What follows belongs to an exercise in optimizing a design on an open flow for small area, a short achievable clock period and few clock cycles per item; a production flow would make more cautious choices.
The RTL was checked by simulation tests, not by an equivalence proof against the original design.
Power figures rest on the tool's default switching activity, not on a simulated workload.

==> flow/design.v (outline; a module is shown in full before it is edited, if it fits) <==
// module element_decoder: 23 lines
// module minor_engine: 1537 lines
// module mdc_top: 106 lines
module mdc_top (
    input  wire logic           clk,
    input  wire logic           rst_n,
    input  wire logic           in_valid,
    input  wire mdc_pkg::code_t in_data,
    output logic                in_credit,
    output logic                out_valid,
    output mdc_pkg::det_t       out_data,
    input  wire logic           out_credit
);
  // ...
==> flow/flow/run.sh <==
#!/bin/bash
set -euo pipefail
export BUFFER_PORTS_ARGS="-buffer_cell sky130_fd_sc_hd__buf_2"
export SETUP_SLACK_MARGIN=5.8
bash standard.sh > standard_make.log 2>&1
==> flow/standard.sh <==
#!/bin/bash
# synth_recipe.tcl (not shown) runs the flow's synth.tcl, then flattens the netlist and writes it again
# the make line also repeats each setting of config.mk as NAME=value (left out here)
make -C /OpenROAD-flow-scripts/flow DESIGN_CONFIG=/design/flow/config.mk WORK_HOME=/design/flow/orfs CLKGATE_MAP_FILE= SYNTH_SCRIPT=/design/flow/synth_recipe.tcl "${@:-finish}"
==> flow/config.mk <==
export PLATFORM = sky130hd
export DESIGN_NAME = mdc_top
export DESIGN_NICKNAME = mdc_top
export VERILOG_FILES = /design/flow/design.v
export SDC_FILE = /design/flow/constraint.sdc
export NUM_CORES = 4
export LEC_CHECK = 0
export CAP_MARGIN = 20
export CORE_MARGIN = 2
export CORE_UTILIZATION = 65
export CTS_BUF_LIST = sky130_fd_sc_hd__clkbuf_16
export CTS_CLUSTER_DIAMETER = 90
export CTS_CLUSTER_SIZE = 24
export SLEW_MARGIN = 20
export TNS_END_PERCENT = 20
==> flow/constraint.sdc <==
create_clock -name core_clock -period 9.0 [get_ports {clk}]
set_input_delay 1.8000 -clock core_clock [delete_from_list [all_inputs] [get_ports {clk}]]
set_output_delay 1.8000 -clock core_clock [all_outputs]
set_load 0.01 [all_outputs]
==> results.toml, run 1 <==
[run_status]
status = "finished clean"

[yosys]
synth_flop_cell = "edfxtp_1"
avgSynthCellArea_um2 = 11.9
yosysMostFrequentCell = "inv_1"
synth_common_cells = "inv_1, xnor2_1, edfxtp_1, fa_1, dfxtp_1"
async_flop_share = 0.124
synth-xor-area-share = 0.137
ys_top_cells_by_area = "edfxtp_1, fa_1, dfxtp_1"

[min_path]
min_to = "eng_i.aone2"
hold_path_depth = 0

[clocking]
cts_tree = "done"
cts_inserted_buffers = 14
cts.clk_slew.worst_paths_ns = 0.10

[final_layout]
nClkBuffers = 16
drive_above_1_share = 0.109
layout_commonest_cell = "inv_1"
reg.largest.list = "win x33, o_data x23, q_data x23"
regArea_mm2 = 0.00633
final_cells = 1522
n_all_buffers = 65

[timing]
tns_ns = 0
timing.hold.ws_ns = 0.348
finalCriticalPeriod_ns = 3.17
setup_ws_ns = 5.83
fin_crit_sh = 0.352

[route]
route.layer.met1.wl_um = 12300

[grt]
antenna_found_initial = 0
busiest_layer = "met2"
grt_overflow = 0
grtUsageMet3 = 0.0292

[power]
powerSeq_mw = 2.04
power.share.clock = 0.113
p_leak_nw = 6.57
switchingPower_mw = 2.48

[floorplanning]
core_area_mm2 = 0.0218
io_pins = 44

[worst_setup_path]
crit_path_end_kind = "flip-flop"
ff2ff_path_depth = 8
crit_path_start_kind = "flip-flop"
worst-path-buf-inv = 2
crit_type = "flip-flop to flip-flop"
cp-endpoint = "eng_i.cs27"

[job]
drv_cap = 0
Testbench counts, summed over its fixed seeds: cycles 4,120, results 2,304.
==> inputs of run 2 (changes only) <==
==> flow/flow/run.sh (replaced) <==
#!/bin/bash
set -euo pipefail
export BUFFER_PORTS_ARGS="-buffer_cell sky130_fd_sc_hd__buf_2"
export SETUP_SLACK_MARGIN=5.9
bash standard.sh > standard_make.log 2>&1
==> run 2 against run 1 <==
Compared with the run above: first-iteration DRC count down 1.8%; critical endpoint is now eng_i.cs17; combinational power about the same; global-route usage up 0.29 points; still clean on timing, DRC and antenna; cell area up 0.72%; clock-buffer cell count up 1; largest cell class unchanged; routed wire length up 2.6%; clock power up 4.4%; synthesized area unchanged; sequential power about the same; critical path type unchanged.
==> results.toml, run 2 <==
[route]
drc = 0
vias_per_cell = 5.60
drt_wl_total_um = 26900
num_vias = 8556
drt_iter0_drc = 545
drtPass1Iterations = 5
wl_per_cell_um = 17.6
ant_nets = 0

[worst_setup_path]
worstPathMaxFanout = 6
crit_path_start_kind = "flip-flop"
crit_arrival_ns = 3.51
crit_path_end_kind = "flip-flop"
crit_type = "flip-flop to flip-flop"
required_ns = 9.36

[timing]
finalCriticalPeriod_ns = 3.14
slew_violations = 0
rsz0062_at_grt = "yes"
setup_viol = 0
fmax_mhz = 318
slew_headroom = 0.302
fin_crit_sh = 0.349
hold_viol_final = 0
worst_pin_slew_ns = 1.05
fin_worst_skew_ns = 0.0157
tns_ns = 0

[clocking]
postCtsHoldBufs = 0
clockBufferDepth = 3
cts_sinks = 251
cts.clk_slew.worst_paths_ns = 0.09
cts_root_buf = "clkbuf_16"
cts_inserted_buffers = 15
clock_latency_ns = 0.48
cts_tree = "done"
ctsHtreeMaxLevel = 1

[power]
max-vdd-ir-drop_v = 0.000203
power_density_mw_per_mm2 = 397
p_leak_nw = 6.63
total_power_mw = 6.17

[yosys]
synth_cell_types = 55
synth.top_cell.area_share = 0.235
async_flop_share = 0.124
ys_top_cells_by_area = "edfxtp_1, fa_1, dfxtp_1"
synth_fp_nets = 1426
ys_warn_count = 5
avgSynthCellArea_um2 = 11.9
ys_ff_latch = 251
synth_flop_cell = "edfxtp_1"
yosysMostFrequentCell = "inv_1"
synth_edf_count = 113
netlist_instances = 1217
yosys.area.top_type = "edfxtp_1"
synthesis.area_mm2 = 0.0144
synth_common_cells = "inv_1, xnor2_1, edfxtp_1, fa_1, dfxtp_1"
seq_area_frac_synth = 0.438

[placement]
io_buffers = 43
hpwlAfterDp_um = 18400
routabilityCongestion = 0.846

[final_layout]
utilization = 0.713
antennaDiodeCount = 0
reg.largest.list = "win x33, o_data x23, q_data x23"
largest_reg_flops = 33
layout_commonest_cell = "inv_1"
fin_nets = 1449
syn2layout_area_growth_pct = 7.83
layout_common_cells = "inv_1, xnor2_1, edfxtp_1, fa_1, dfxtp_1"
drive_above_1_share = 0.114
fillCellCount = 1612
largest_register = "win"

[grt]
grtUsageMet3 = 0.0272
antenna_found_initial = 0
gr-usage-met2 = 0.381
grtUsageTotal = 0.234
grt_max_degree = 75
grt_overflow = 0
use_met1 = 0.338
grt_pass1_vias = 8870
grt_pass1_wl_um = 44500
busiest_layer = "met2"

[floorplanning]
placementRows = 54
die_w_um = 153
die_height_um = 153
dieArea_mm2 = 0.0234
start_util = 0.661
core_area_mm2 = 0.0218
io_pins = 44

[job]
drv_cap = 0

[run_status]
status = "finished clean"

[min_path]
hp-class = "flip-flop to flip-flop"
==> run 2: cell count changes in the layout (fill, tap and decap cells not counted), sizes merged <==
cell,previous run,this run
buf,65,69
clkinv,0,3
clkbuf,16,18
inv,157,155
clkinvlp,1,0
==> run 2: per-stage QoR <==
stage | instances | cell area, um^2 | setup slack [ns] | hold slack (ns)
after floorplan | 1217 | 14400 | 5.75 | 0.323
after global placement | 1487 | 14800 | 5.43 | 0.324
after detailed placement | 1487 | 14800 | 5.37 | 0.327
after CTS | 1523 | 15400 | 5.86 | 0.347
after global routing | 1528 | 15600 | 5.72 | 0.357
final | 1528 | 15600 | 5.86 | 0.345
==> run 2: timing repair <==
action	CTS	global route
hold endpoints to repair	0	0
cloned	0	1
pin swaps	2	6
setup buffers	11	4
setup endpoints to repair	33	27
gates resized for setup	13	16
==> run 2: logic make-up after synthesis <==
group	synth area share
flops	0.438
xor+xnor	0.137
buf+inv	0.0557
fa+ha+maj	0.223
compound gates	0.0851
simple gates	0.0499
mux	0.0123
==> run 2: final timing paths <==
kind / slack (ns) / endpoint / cells past startpoint / start
worst max-delay path: 5.86 / eng_i.cs17 / 9 / win[0][8]
worst min-delay path: 0.35 / eng_i.aone4 / 0 / eng_i.aone4_w
worst max register to register: 5.86 / eng_i.cs17 / 9 / win[0][8]
worst min register to register: 0.35 / eng_i.aone4 / 0 / eng_i.aone4_w
max in group asynchronous: 7.16 / spare[4] / 1 / rst_n
min in group asynchronous: 1.37 / iv_r / 1 / rst_n
==> run 2: final cells by class <==
cell class	instances	area (um^2)	area share
Tap cell	280	350	0.0225
Multi-Input combinational cell	752	7360	0.473
Clock inverter	8	56.3	0.00362
Inverter	150	563	0.0362
Timing Repair Buffer	70	475	0.0306
Sequential cell	251	6330	0.407
Clock buffer	17	425	0.0273
==> run 2: critical path, cell delays in order (launching register included) <==
cell      delay, ns
edfxtp_1       0.56
a22oi_2        0.28
xor2_2         0.10
fa_1           0.51
inv_1          0.05
fa_1           0.50
inv_1          0.05
fa_1           0.49
inv_2          0.04
fa_1           0.43
==> run 2: where the power goes <==
group | total [mW] | internal [mW] | switching [mW]
clock network | 0.718 | 0.348 | 0.371
logic | 3.40 | 1.50 | 1.90
registers | 2.05 | 1.82 | 0.234
total | 6.17 | 3.67 | 2.51
==> run 2: metal layers <==
layer / up-vias / part of all wire / wire length [um]
met2: 197 / 0.47 / 12600
met5: - / 0 / 0
met3: 46 / 0.042 / 1120
met1: 4238 / 0.47 / 12700
li1: 4075 / - / -
met4: 0 / 0.020 / 548
==> inputs of run 3 (changes only) <==
==> flow/flow/run.sh (replaced) <==
#!/bin/bash
set -euo pipefail
export BUFFER_PORTS_ARGS="-buffer_cell sky130_fd_sc_hd__buf_2"
export SETUP_SLACK_MARGIN=5.8
bash standard.sh > standard_make.log 2>&1
--- a/flow/config.mk
+++ b/flow/config.mk
@@ -5,6 +5,7 @@
 export SDC_FILE = /design/flow/constraint.sdc
 export NUM_CORES = 4
 export LEC_CHECK = 0
+export ABC_AREA = 1
 export CAP_MARGIN = 20
 export CORE_MARGIN = 2
 export CORE_UTILIZATION = 65
@@ -12,4 +13,3 @@
 export CTS_CLUSTER_DIAMETER = 90
 export CTS_CLUSTER_SIZE = 24
 export SLEW_MARGIN = 20
-export TNS_END_PERCENT = 20
==> run 3 against run 2 <==
Compared with the run above: utilization rose by 1.0 points; clock power decreased by 7.0%; register-to-register slack worse by 0.16 ns; largest cell class unchanged; critical path type unchanged; final cell count grew 20%; fmax is 4.8% lower; worst setup slack got worse by 0.16 ns; synthesized area increased by 3.2%; largest power group unchanged; clock-buffer cell count is 2 lower; global-route usage increased by 2.6 points; still clean on timing, DRC and antenna; combinational power decreased by 13%; synthesized cell count up 21%.
==> results.toml, run 3 <==
[yosys]
yosysMostFrequentCell = "nand2_1"
synthesis.area_mm2 = 0.0149
synth_fp_nets = 1678
async_flop_share = 0.124
netlist_instances = 1469
ys_top_cells_by_area = "edfxtp_1, fa_1, dfxtp_1"
synth_common_cells = "nand2_1, inv_1, xor2_1, edfxtp_1, fa_1"
synth.top_cell.area_share = 0.228
ys_ff_latch = 251
yosys.area.top_type = "edfxtp_1"
seq_area_frac_synth = 0.424
ys_warn_count = 5
synth_edf_count = 113
synth_flop_cell = "edfxtp_1"
synth_cell_types = 38
avgSynthCellArea_um2 = 10.1

[power]
p_leak_nw = 7.64
max-vdd-ir-drop_v = 0.000181
power_density_mw_per_mm2 = 342

[final_layout]
largest_reg_flops = 33
fillCellCount = 1729
antennaDiodeCount = 0
layout_common_cells = "nand2_1, inv_1, xor2_1, edfxtp_1, fa_1"
drive_above_1_share = 0.128
reg.largest.list = "win x33, o_data x23, q_data x23"
finalInstanceArea_mm2 = 0.0163
multiInputGateArea_mm2 = 0.00752
syn2layout_area_growth_pct = 9.58
regArea_mm2 = 0.00632
largest_register = "win"
fin_nets = 1754
layout_commonest_cell = "nand2_1"

[route]
num_vias = 9961
wl_per_cell_um = 16.6
drt_wl_total_um = 30500
ant_nets = 0
drtPass1Iterations = 5
drc = 0
drt_iter0_drc = 784
vias_per_cell = 5.42

[floorplanning]
die_height_um = 155
core_area_mm2 = 0.0226
placementRows = 55
io_pins = 44
start_util = 0.660
dieArea_mm2 = 0.0241
die_w_um = 155

[timing]
fmax_mhz = 303
slew_headroom = 0.386
worst_pin_slew_ns = 0.921
fin_crit_sh = 0.367
finalCriticalPeriod_ns = 3.30
rsz0062_at_grt = "yes"
tns_ns = 0
slew_violations = 0
fin_worst_skew_ns = 0.0104
hold_viol_final = 0
setup_ws_ns = 5.70
setup_viol = 0

[worst_setup_path]
crit_path_end_kind = "flip-flop"
crit_path_start_kind = "flip-flop"
crit_arrival_ns = 3.74
required_ns = 9.44
max_stage_delay_ns = 0.54
crit_type = "flip-flop to flip-flop"
worstPathMaxFanout = 6
path_cells = "clkinvlp_4, buf_6, o22ai_4, xor2_2, fa_1, fa_1, inv_2, fa_1, inv_2, fa_2"
crit_path_top_delay_cell = "fa_1"
r2r_start = "win[0][9]"
crit_path_start = "win[0][9]"
crit_top_cell = "fa_1"

[placement]
hpwlAfterDp_um = 21400
pre_cts_ws_ns = 5.15
placed_area_mm2 = 0.0154
routabilityCongestion = 0.880
io_buffers = 43

[clocking]
cts_inserted_buffers = 14
postCtsHoldBufs = 0
ctsHtreeMaxLevel = 1
clockBufferDepth = 3
cts_sinks = 251
cts_root_buf = "clkbuf_16"
clock_latency_ns = 0.50
cts_tree = "done"
cts.clk_slew.worst_paths_ns = 0.09

[grt]
grtUsageTotal = 0.260
grt_max_degree = 75
grt_pass1_vias = 9865
grt_overflow = 0
grt_pass1_wl_um = 49600
antenna_found_initial = 0

[run_status]
status = "finished clean"

[min_path]
hp-class = "flip-flop to flip-flop"
holdCritStartpoint = "eng_i.aone0_w"

[job]
drv_cap = 0
## run 3: per-layer routing
layer	part of all wire	GRT usage	up-vias
met5	0	0	-
met4	0.041	0.0891	0
met3	0.067	0.0446	92
met2	0.45	0.430	328
met1	0.44	0.350	4721
li1	-	-	4820
## run 3: worst paths after layout
check                           cells past startpoint  slack, ns     endpoint
worst max-delay path                               10       5.70   eng_i.cs29
worst min-delay path                                0       0.35  eng_i.aone0
worst max register to register                     10       5.70   eng_i.cs29
worst min register to register                      0       0.35  eng_i.aone0
max in group asynchronous                           1       7.23       o_full
min in group asynchronous                           1       1.33      rpos[3]
## run 3: per-stage QoR
| step | hold slack [ns] | total power, mW | utilization | instances |
|---|---|---|---|---|
| 3_3_place_gp | 0.323 | 4.72 | 0.681 | 1767 |
| 3_5_place_dp | 0.327 | 4.89 | 0.681 | 1767 |
| 2_1_floorplan | 0.323 | 4.14 | - | 1469 |
| 5_1_grt | 0.355 | 6.24 | 0.723 | 1837 |
| 6_report | 0.347 | 5.58 | 0.723 | 1837 |
| 4_1_cts | 0.348 | 5.59 | 0.712 | 1820 |
## run 3: logic make-up after synthesis
kind of cell,Yosys count,share of synthesized area
and+or+nand+nor,391,0.112
buffers and inverters,304,0.0772
DFF,251,0.424
adders and majority gates,190,0.216
xor gates and xnor gates,179,0.105
AOI/OAI and AO/OA,146,0.0595
muxes,8,0.00605
## run 3: layout make-up
cell class                 instances  share of cell area
inverter                         268              0.0651
timing repair buffer              89              0.0362
tap                              285              0.0219
timing repair inverter             7             0.00291
clock buffer                      15              0.0230
clock inverter                     8             0.00261
sequential                       251               0.387
multi-input combinational        914               0.461
## run 3: what timing repair did
item                       4_1_cts  5_1_grt
buffers inserted                24       16
resized for setup               22       39
pin swaps                        2       13
cloned                           6        1
setup endpoints to repair       41       29
## run 3: critical path, delay by kind of cell, from the launching register on
family / cells / cell delay, ns
flops: 1 / 0.41
fa+ha+maj: 4 / 2.00
compound gates: 1 / 0.12
xor+xnor: 1 / 0.17
buf+inv: 4 / 0.55
## run 3: where the power goes
part | total (mW) | switching, mW | internal, mW
sequential | 1.94 | 0.174 | 1.77
combinational | 2.97 | 1.76 | 1.22
clock | 0.668 | 0.361 | 0.307
==> inputs of run 4 (changes only) <==
--- a/flow/config.mk
+++ b/flow/config.mk
@@ -5,7 +5,6 @@
 export SDC_FILE = /design/flow/constraint.sdc
 export NUM_CORES = 4
 export LEC_CHECK = 0
-export ABC_AREA = 1
 export CAP_MARGIN = 20
 export CORE_MARGIN = 2
 export CORE_UTILIZATION = 65
==> run 4 against run 3 <==
Compared with the run above: global-route usage fell by 3.2 points; worst setup slack better by 0.18 ns; still clean; routed wire length is 15% lower; hold slack worse by 0.0074 ns; fmax is 5.8% higher; cell area is 5.5% lower; via count is 16% lower; highest routed layer unchanged; flip-flop and latch count unchanged.
==> results.toml, run 4 <==
[run_status]
status = "finished clean"

[worst_setup_path]
required_ns = 9.35
crit_path_end_kind = "flip-flop"
crit_arrival_ns = 3.47
crit_type = "flip-flop to flip-flop"
worstPathMaxFanout = 7
crit_path_start_kind = "flip-flop"

[route]
vias_per_cell = 5.51
wl_per_cell_um = 17.0
num_vias = 8371
drt_iter0_drc = 487
drc = 0
ant_nets = 0
drt_wl_total_um = 25900
drtPass1Iterations = 5

[power]
power_density_mw_per_mm2 = 393
switchingPower_mw = 2.45
power.share.clock = 0.110
p_int_mw = 3.60
max-vdd-ir-drop_v = 0.000154
p_leak_nw = 6.56
combPwrFrac = 0.551
total_power_mw = 6.05
seqPwrFrac = 0.339
switching_share = 0.405

[clocking]
cts_sinks = 251
cts_root_buf = "clkbuf_16"
cts.clk_slew.worst_paths_ns = 0.10
ctsHtreeMaxLevel = 1
postCtsHoldBufs = 0
clockBufferDepth = 3
cts_tree = "done"
clock_latency_ns = 0.49
cts_inserted_buffers = 14

[yosys]
yosysMostFrequentCell = "inv_1"
synth_cell_types = 55
avgSynthCellArea_um2 = 11.9
synth_flop_cell = "edfxtp_1"
seq_area_frac_synth = 0.438
ys_top_cells_by_area = "edfxtp_1, fa_1, dfxtp_1"
yosys.area.top_type = "edfxtp_1"
ys_warn_count = 5
async_flop_share = 0.124
synth_edf_count = 113
synth.top_cell.area_share = 0.235
ys_ff_latch = 251
synthesis.area_mm2 = 0.0144
synth_common_cells = "inv_1, xnor2_1, edfxtp_1, fa_1, dfxtp_1"
synth_fp_nets = 1426
netlist_instances = 1217

[final_layout]
largest_register = "win"
fin_nets = 1441
final_cells = 1520
layout_commonest_cell = "inv_1"
antennaDiodeCount = 0
reg.largest.list = "win x33, o_data x23, q_data x23"
drive_above_1_share = 0.106
largest_reg_flops = 33
layout_common_cells = "inv_1, xnor2_1, edfxtp_1, fa_1, dfxtp_1"
syn2layout_area_growth_pct = 6.86
utilization = 0.706

[grt]
grt_overflow = 0
grt_max_degree = 75
antenna_found_initial = 0
grt_pass1_wl_um = 43500
grtUsageTotal = 0.228
grt_pass1_vias = 8649

[timing]
worst_pin_slew_ns = 0.897
fmax_mhz = 320
rsz0062_at_grt = "yes"
slew_headroom = 0.402
fin_crit_sh = 0.347
tns_ns = 0
hold_viol_final = 0
setup_ws_ns = 5.88
slew_violations = 0
finalCriticalPeriod_ns = 3.12
fin_worst_skew_ns = 0.0163
setup_viol = 0

[placement]
hpwlAfterDp_um = 18100
dp.cells = 1487
routabilityCongestion = 0.845
io_buffers = 43
pre_cts_ws_ns = 5.38

[floorplanning]
die_height_um = 153
core_area_mm2 = 0.0218
io_pins = 44
start_util = 0.661
dieArea_mm2 = 0.0234
die_w_um = 153
placementRows = 54

[job]
drv_cap = 0

[min_path]
hp-class = "flip-flop to flip-flop"
-- run 4: final cells by class --
cell class                 instances  area, um^2
clock buffer                      15         375
clock inverter                     9        41.3
fill                            1567        6410
inverter                         150         567
multi-input combinational        752        7360
sequential                       251        6320
tap                              280         350
timing repair buffer              63         400
-- run 4: final timing paths --
kind	start	end	slack, ns	cells past startpoint
max in group asynchronous	rst_n	cred[5]	7.18	1
min	eng_i.aneg2_w	eng_i.aneg2	0.34	0
max	win[0][10]	eng_i.bc24	5.88	9
min reg2reg	eng_i.aneg2_w	eng_i.aneg2	0.34	0
max reg2reg	win[0][10]	eng_i.bc24	5.88	9
min in group asynchronous	rst_n	owed[0]	1.36	1
-- run 4: logic make-up after synthesis --
group	count (synthesis)	share of synthesized area
AO/OA/AOI/OAI	179	0.0851
XOR/XNOR	215	0.137
adder cells (fa/ha/maj)	190	0.223
buffers and inverters	214	0.0557
flip-flops	251	0.438
multiplexers	16	0.0123
AND/OR/NAND/NOR	152	0.0499
-- run 4: worst max-delay path, cell delays in order (launching register included) --
cell      delay (ns)
edfxtp_1        0.58
buf_6           0.21
a22oi_2         0.20
xnor2_1         0.16
ha_1            0.28
fa_1            0.51
inv_1           0.05
fa_1            0.47
inv_1           0.05
fa_1            0.46
-- run 4: layer usage --
layer / GRT usage / share of wire / vias to the layer above / wire, um
li1: - / - / 4061 / -
met1: 0.332 / 0.47 / 4070 / 12200
met2: 0.370 / 0.47 / 205 / 12100
met3: 0.0232 / 0.044 / 35 / 1130
met4: 0.0666 / 0.019 / 0 / 503
met5: 0 / 0 / - / 0
-- run 4: power by group through the flow --
stage                     Clock (mW)  Combinational [mW]  Sequential (mW)
after floorplan                    0                2.54             2.02
after global placement             0                3.21             2.07
after detailed placement           0                3.33             2.09
after CTS                      0.688                3.36             2.05
after global routing           0.727                3.92             2.09
final                          0.666                3.34             2.05
-- run 4: stage by stage --
step / instance area (um^2) / hold WS [ns]
detailed placement: 14800 / 0.327
CTS: 15300 / 0.345
finish: 15400 / 0.339
global route: 15400 / 0.357
floorplan: 14400 / 0.323
global placement: 14800 / 0.324
-- run 4: timing repair --
item / CTS / global route
hold endpoints to repair: 0 / 0
pin swaps: 0 / 1
endpoints found under the setup margin: 31 / 14
resized for setup: 6 / 21
buffers inserted: 9 / 0
==> inputs of run 5 (changes only) <==
--- a/flow/config.mk
+++ b/flow/config.mk
@@ -9,6 +9,6 @@
 export CORE_MARGIN = 2
 export CORE_UTILIZATION = 65
 export CTS_BUF_LIST = sky130_fd_sc_hd__clkbuf_16
-export CTS_CLUSTER_DIAMETER = 90
-export CTS_CLUSTER_SIZE = 24
+export CTS_CLUSTER_DIAMETER = 110
+export CTS_CLUSTER_SIZE = 30
 export SLEW_MARGIN = 20
==> run 5 against run 4 <==
Compared with the run above: die area unchanged; combinational power about the same; sequential share of layout area is 0.19 points higher; via count about the same; clock power is 7.4% lower; register-to-register slack better by 0.02 ns; total power is 0.90% lower.
==> results.toml, run 5 <==
[run_status]
status = "finished clean"

[grt]
antenna_found_initial = 0
gr-usage-met2 = 0.365
grt_overflow = 0
use_met1 = 0.327
busiest_layer = "met2"
grt_max_degree = 75
grt_pass1_wl_um = 42800
grtUsageMet3 = 0.0224
grt_pass1_vias = 8548
grtUsageTotal = 0.224

[worst_setup_path]
cp-endpoint = "eng_i.cs17"
r2r_start = "win[0][7]"
crit_path_start_kind = "flip-flop"
crit_path_top_delay_cell = "fa_1"
crit_type = "flip-flop to flip-flop"
worstPathMaxFanout = 23
ff2ff_path_depth = 10
crit_path_end_kind = "flip-flop"
r2r_setup_slack_ns = 5.90
crit_arrival_ns = 3.47
max_stage_delay_ns = 0.55
crit_top_cell = "fa_1"
reg2reg_to = "eng_i.cs17"
crit_path_start = "win[0][7]"
path_cells = "buf_6, a22oi_2, xor2_1, fa_1, inv_1, fa_1, inv_1, fa_1, inv_1, fa_1"
required_ns = 9.37

[yosys]
synth_flop_cell = "edfxtp_1"
avgSynthCellArea_um2 = 11.9
synth.top_cell.area_share = 0.235
yosys.area.top_type = "edfxtp_1"
seq_area_frac_synth = 0.438
synth_common_cells = "inv_1, xnor2_1, edfxtp_1, fa_1, dfxtp_1"
ys_ff_latch = 251
yosysMostFrequentCell = "inv_1"
netlist_instances = 1217
synth_fp_nets = 1426
synthesis.area_mm2 = 0.0144
async_flop_share = 0.124
synth_cell_types = 55
ys_top_cells_by_area = "edfxtp_1, fa_1, dfxtp_1"
synth_edf_count = 113
ys_warn_count = 5

[placement]
hpwlAfterDp_um = 18100
placed_area_mm2 = 0.0148
routabilityCongestion = 0.845
io_buffers = 43

[final_layout]
layout_commonest_cell = "inv_1"
finalInstanceArea_mm2 = 0.0153
largest_register = "win"
syn2layout_area_growth_pct = 6.40
antennaDiodeCount = 0
reg.largest.list = "win x33, o_data x23, q_data x23"
fin_nets = 1442
drive_above_1_share = 0.103
largest_reg_flops = 33
utilization = 0.703
fillCellCount = 1587
layout_common_cells = "inv_1, xnor2_1, edfxtp_1, fa_1"

[clocking]
cts_tree = "done"
ctsHtreeMaxLevel = 1
cts_inserted_buffers = 12
cts_sinks = 251
cts_root_buf = "clkbuf_16"
clockBufferDepth = 3
clock_latency_ns = 0.48
postCtsHoldBufs = 0
cts.clk_slew.worst_paths_ns = 0.11

[route]
drt_wl_total_um = 25600
drtPass1Iterations = 5
drc = 0
ant_nets = 0
num_vias = 8364
drt_iter0_drc = 520
vias_per_cell = 5.51
wl_per_cell_um = 16.9

[power]
p_int_mw = 3.56
seqPwrFrac = 0.340
switchingPower_mw = 2.44
p_leak_nw = 6.53
power.share.clock = 0.103
power_density_mw_per_mm2 = 391
switching_share = 0.406
max-vdd-ir-drop_v = 0.000180
combPwrFrac = 0.557

[floorplanning]
placementRows = 54
die_height_um = 153
start_util = 0.661
dieArea_mm2 = 0.0234
io_pins = 44
die_w_um = 153
core_area_mm2 = 0.0218

[timing]
slew_violations = 0
slew_headroom = 0.399
setup_viol = 0
fin_worst_skew_ns = 0.0245
finalCriticalPeriod_ns = 3.10
hold_viol_final = 0
fmax_mhz = 323
rsz0062_at_grt = "yes"
fin_crit_sh = 0.344
worst_pin_slew_ns = 0.901
tns_ns = 0

[job]
drv_cap = 0

[min_path]
holdCritStartpoint = "eng_i.atwo3_w"
hp-class = "flip-flop to flip-flop"
run 5: changes by cell type in the layout (fill, tap and decap cells not counted), moves of 2 or more:
cell / change
buf_4: +5
dfxtp_1: -2
clkbuf_16: -2
a22oi_1: +4
a22oi_2: -4
dfxtp_2: +2
run 5: power by group through the flow:
stage          clock, mW  sequential [mW]  combinational (mW)
6_report           0.617             2.04                3.34
5_1_grt            0.675             2.09                3.91
4_1_cts            0.639             2.05                3.36
3_5_place_dp           0             2.09                3.33
3_3_place_gp           0             2.07                3.21
2_1_floorplan          0             2.02                2.54
run 5: critical path: cells and delay by family (launching register included):
family	cells	cell delay, ns
DFF	1	0.41
adders and majority gates	4	1.94
AOI/OAI and AO/OA	1	0.17
buffers and inverters	4	0.35
xor gates and xnor gates	1	0.11
run 5: cell type report:
class,count,area (um^2),area share
Tap cell,280,350,0.0228
Clock inverter,7,42.5,0.00277
Clock buffer,13,325,0.0212
Inverter,150,567,0.0369
Multi-Input combinational cell,752,7330,0.478
Timing Repair Buffer,66,407,0.0265
Sequential cell,251,6330,0.412
run 5: cell families (layout without fill, tap and decap cells):
logic type	Yosys count	in the layout	share of synthesized area
buffers and inverters	214	236	0.0557
AO/OA/AOI/OAI	179	179	0.0851
AND/OR/NAND/NOR	152	152	0.0499
adder cells (fa/ha/maj)	190	190	0.223
flip-flops	251	251	0.438
multiplexers	16	16	0.0123
XOR/XNOR	215	215	0.137
run 5: routing by layer:
layer  up-vias  routed length, um
met5         -                  0
met4         0                437
met3        31               1150
met2       201              11900
met1      4071              12100
li1       4061                  -
run 5: repair_timing:
action | in CTS | in global routing
gates resized for setup | 6 | 15
buffers inserted | 9 | 3
gates cloned | 0 | 0
pin swaps | 0 | 0
endpoints found under the setup margin | 29 | 11
run 5: per-stage QoR:
stage          instances  hold slack (ns)  power (mW)  setup WS (ns)
2_1_floorplan       1217            0.323        4.55           5.75
3_3_place_gp        1487            0.324        5.28           5.43
3_5_place_dp        1487            0.327        5.42           5.38
4_1_cts             1516            0.352        6.05           5.83
5_1_grt             1519            0.359        6.68           5.76
6_report            1519            0.351        6.00           5.90
run 5: worst min path at each step:
| stage | to | slack (ns) | cells after the start |
|---|---|---|---|
| after floorplan | eng_i.aneg0 | 0.32 | 0 |
| after global placement | eng_i.aneg1 | 0.32 | 0 |
| after detailed placement | eng_i.aone3 | 0.33 | 0 |
| after CTS | eng_i.aone0 | 0.35 | 0 |
| after global routing | eng_i.aneg4 | 0.36 | 0 |
| final | eng_i.atwo3 | 0.35 | 0 |
==> inputs of run 6 (changes only) <==
==> flow/flow/run.sh (replaced) <==
#!/bin/bash
set -euo pipefail
export BUFFER_PORTS_ARGS="-buffer_cell sky130_fd_sc_hd__buf_2"
export SETUP_SLACK_MARGIN=5.9
bash standard.sh > standard_make.log 2>&1
==> run 6 against run 5 <==
Compared with the run above: critical endpoint is now eng_i.cs29; routed wire length rose by 5.9%; via count rose by 2.5%; still clean on timing, DRC and antenna; flip-flop and latch count did not move; sequential power barely moved; hold slack got worse by 0.0041 ns.
==> results.toml, run 6 <==
[timing]
hold_viol_final = 0
rsz0062_at_grt = "yes"
setup_viol = 0
fin_worst_skew_ns = 0.0271
fmax_mhz = 326
finalCriticalPeriod_ns = 3.07
fin_crit_sh = 0.341
slew_violations = 0
worst_pin_slew_ns = 1.06
tns_ns = 0
slew_headroom = 0.293

[clocking]
cts_root_buf = "clkbuf_16"
clockBufferDepth = 3
cts_inserted_buffers = 12
cts_sinks = 251
cts_tree = "done"
ctsHtreeMaxLevel = 1
clock_latency_ns = 0.49
cts.clk_slew.worst_paths_ns = 0.12

[yosys]
ys_ff_latch = 251
async_flop_share = 0.124
seq_area_frac_synth = 0.438
synth_cell_types = 55
avgSynthCellArea_um2 = 11.9
synthesis.area_mm2 = 0.0144
synth_flop_cell = "edfxtp_1"
ys_top_cells_by_area = "edfxtp_1, fa_1, dfxtp_1"
synth.top_cell.area_share = 0.235
synth_edf_count = 113
synth_fp_nets = 1426
netlist_instances = 1217
synth_common_cells = "inv_1, xnor2_1, edfxtp_1, fa_1, dfxtp_1"
ys_warn_count = 5
yosysMostFrequentCell = "inv_1"
yosys.area.top_type = "edfxtp_1"

[worst_setup_path]
crit_path_top_delay_cell = "fa_1"
worst-path-buf-inv = 3
cp-endpoint = "eng_i.cs29"
crit_top_cell = "fa_1"
worstPathMaxFanout = 6
crit_path_start = "win[0][10]"
crit_arrival_ns = 3.44
required_ns = 9.38
crit_path_end_kind = "flip-flop"
cp_num_cells = 9
r2r_start = "win[0][10]"
path_cells = "buf_6, a22oi_2, xnor2_2, fa_1, fa_1, inv_1, fa_1, inv_1, fa_1"
crit_family = "adder cells"
r2r_setup_slack_ns = 5.93
ff2ff_path_depth = 9
reg2reg_to = "eng_i.cs29"
crit_type = "flip-flop to flip-flop"
max_stage_delay_ns = 0.49
crit_path_start_kind = "flip-flop"

[route]
vias_per_cell = 5.57
ant_nets = 0
drt_iter0_drc = 634
num_vias = 8576
drc = 0
drt_wl_total_um = 27100
wl_per_cell_um = 17.6
drtPass1Iterations = 5

[min_path]
hold_path_depth = 0
hp-class = "flip-flop to flip-flop"
holdCritStartpoint = "eng_i.aneg5_w"

[final_layout]
largest_register = "win"
finalInstanceArea_mm2 = 0.0157
layout_commonest_cell = "inv_1"
reg.largest.list = "win x33, o_data x23, q_data x23"
largest_reg_flops = 33
layout_common_cells = "inv_1, xnor2_1, edfxtp_1, fa_1, dfxtp_1"
drive_above_1_share = 0.134
fin_nets = 1464
regArea_mm2 = 0.00633
syn2layout_area_growth_pct = 8.86
multiInputGateArea_mm2 = 0.00745
utilization = 0.720
final_cells = 1541
fillCellCount = 1586
antennaDiodeCount = 0

[placement]
hpwlAfterDp_um = 18400
io_buffers = 43
dp.cells = 1487
routabilityCongestion = 0.865
placed_area_mm2 = 0.0149

[job]
drv_cap = 0

[grt]
grt_overflow = 0
gr-usage-met2 = 0.391
use_met1 = 0.335
busiest_layer = "met2"
grt_max_degree = 75
grtUsageTotal = 0.233
grt_pass1_wl_um = 44700
grtUsageMet3 = 0.0255
antenna_found_initial = 0
grt_pass1_vias = 8821

[floorplanning]
placementRows = 54
start_util = 0.661
die_w_um = 153
io_pins = 44
dieArea_mm2 = 0.0234
core_area_mm2 = 0.0218
die_height_um = 153

[power]
max-vdd-ir-drop_v = 0.000168
p_leak_nw = 6.69
power_density_mw_per_mm2 = 389

[run_status]
status = "finished clean"
[run 6: cell counts after synthesis]
No cell type changed its count.
[run 6: routing by layer]
metal	up-vias	share of wire
met5	-	0
met4	0	0.016
met3	38	0.055
met2	240	0.47
met1	4199	0.46
li1	4099	-
[run 6: power by group]
| group | internal [mW] | leakage (nW) | switching (mW) |
|---|---|---|---|
| Combinational | 1.52 | 4.12 | 1.92 |
| Clock | 0.271 | 0.202 | 0.359 |
| Sequential | 1.82 | 2.37 | 0.227 |
| Total | 3.61 | 6.69 | 2.50 |
[run 6: cell families (layout without fill, tap and decap cells)]
family | after synthesis | after routing | share of synthesized area
compound gates | 179 | 179 | 0.0851
xor+xnor | 215 | 215 | 0.137
fa+ha+maj | 190 | 190 | 0.223
buf+inv | 214 | 258 | 0.0557
flops | 251 | 251 | 0.438
mux | 16 | 16 | 0.0123
simple gates | 152 | 152 | 0.0499
[run 6: worst min path at each step]
stage                        endpoint  slack (ns)
after CTS                 eng_i.aneg5        0.35
final                     eng_i.aneg5        0.35
after global placement    eng_i.atwo0        0.32
after floorplan           eng_i.aneg0        0.32
after detailed placement  eng_i.aneg2        0.33
after global routing      eng_i.atwo4        0.35
[run 6: area by class of cell]
type / count / share of cell area
multi-input combinational: 752 / 0.474
sequential: 251 / 0.403
timing repair buffer: 88 / 0.0406
inverter: 150 / 0.0363
tap: 280 / 0.0223
clock buffer: 13 / 0.0207
clock inverter: 7 / 0.00271
[run 6: timing repair]
item                                    4_1_cts  5_1_grt
hold endpoints to repair                      0        0
resized for setup                            16       35
cloned                                        0        1
hold buffers                                  0        0
setup buffers                                12       21
pin swaps                                     1       13
endpoints found under the setup margin       34       22
[run 6: through the flow]
stage	power, mW	worst slack, ns	hold WS (ns)
2_1_floorplan	4.56	5.75	0.323
3_3_place_gp	5.27	5.44	0.324
3_5_place_dp	5.45	5.41	0.327
4_1_cts	6.12	5.88	0.348
5_1_grt	6.78	5.82	0.351
6_report	6.12	5.93	0.346

## what the ideal ports hide
The flow's constraints put no driver on any port. The routed layouts listed below were extracted and timed again, unchanged, in two steps. Step 1, drivers: a clkbuf_16 drives clk and a buf_2 each remaining input, both assumed. Step 2 adds t to the input delays and takes it off the output delays; t is the mean of the earliest and latest rising clock arrival at the registers after step 1. Input paths then give back, and output paths get back, about the clock's delay inside the block. a / b / c = no drivers / after step 1 / after step 2; a / b = the first two.
| run | t, ns | setup slack, ns | worst register clock-pin slew, ns |
|---|---|---|---|
| run 1 | 0.525 | 5.833 / 5.833 / 5.507 | 0.10 / 0.10 |
| run 2 | 0.524 | 5.857 / 5.857 / 5.454 | 0.10 / 0.10 |
| run 3 | 0.540 | 5.698 / 5.698 / 5.643 | 0.09 / 0.09 |
| run 4 | 0.525 | 5.879 / 5.879 / 5.481 | 0.10 / 0.10 |
| run 5 | 0.517 | 5.902 / 5.902 / 5.503 | 0.11 / 0.11 |
| run 6 | 0.529 | 5.933 / 5.933 / 5.494 | 0.12 / 0.12 |
After both steps every run listed still meets setup and hold. The setup slack of run 6, which loses most, moves by 0.000 ns with the drivers and by -0.439 ns with both steps.
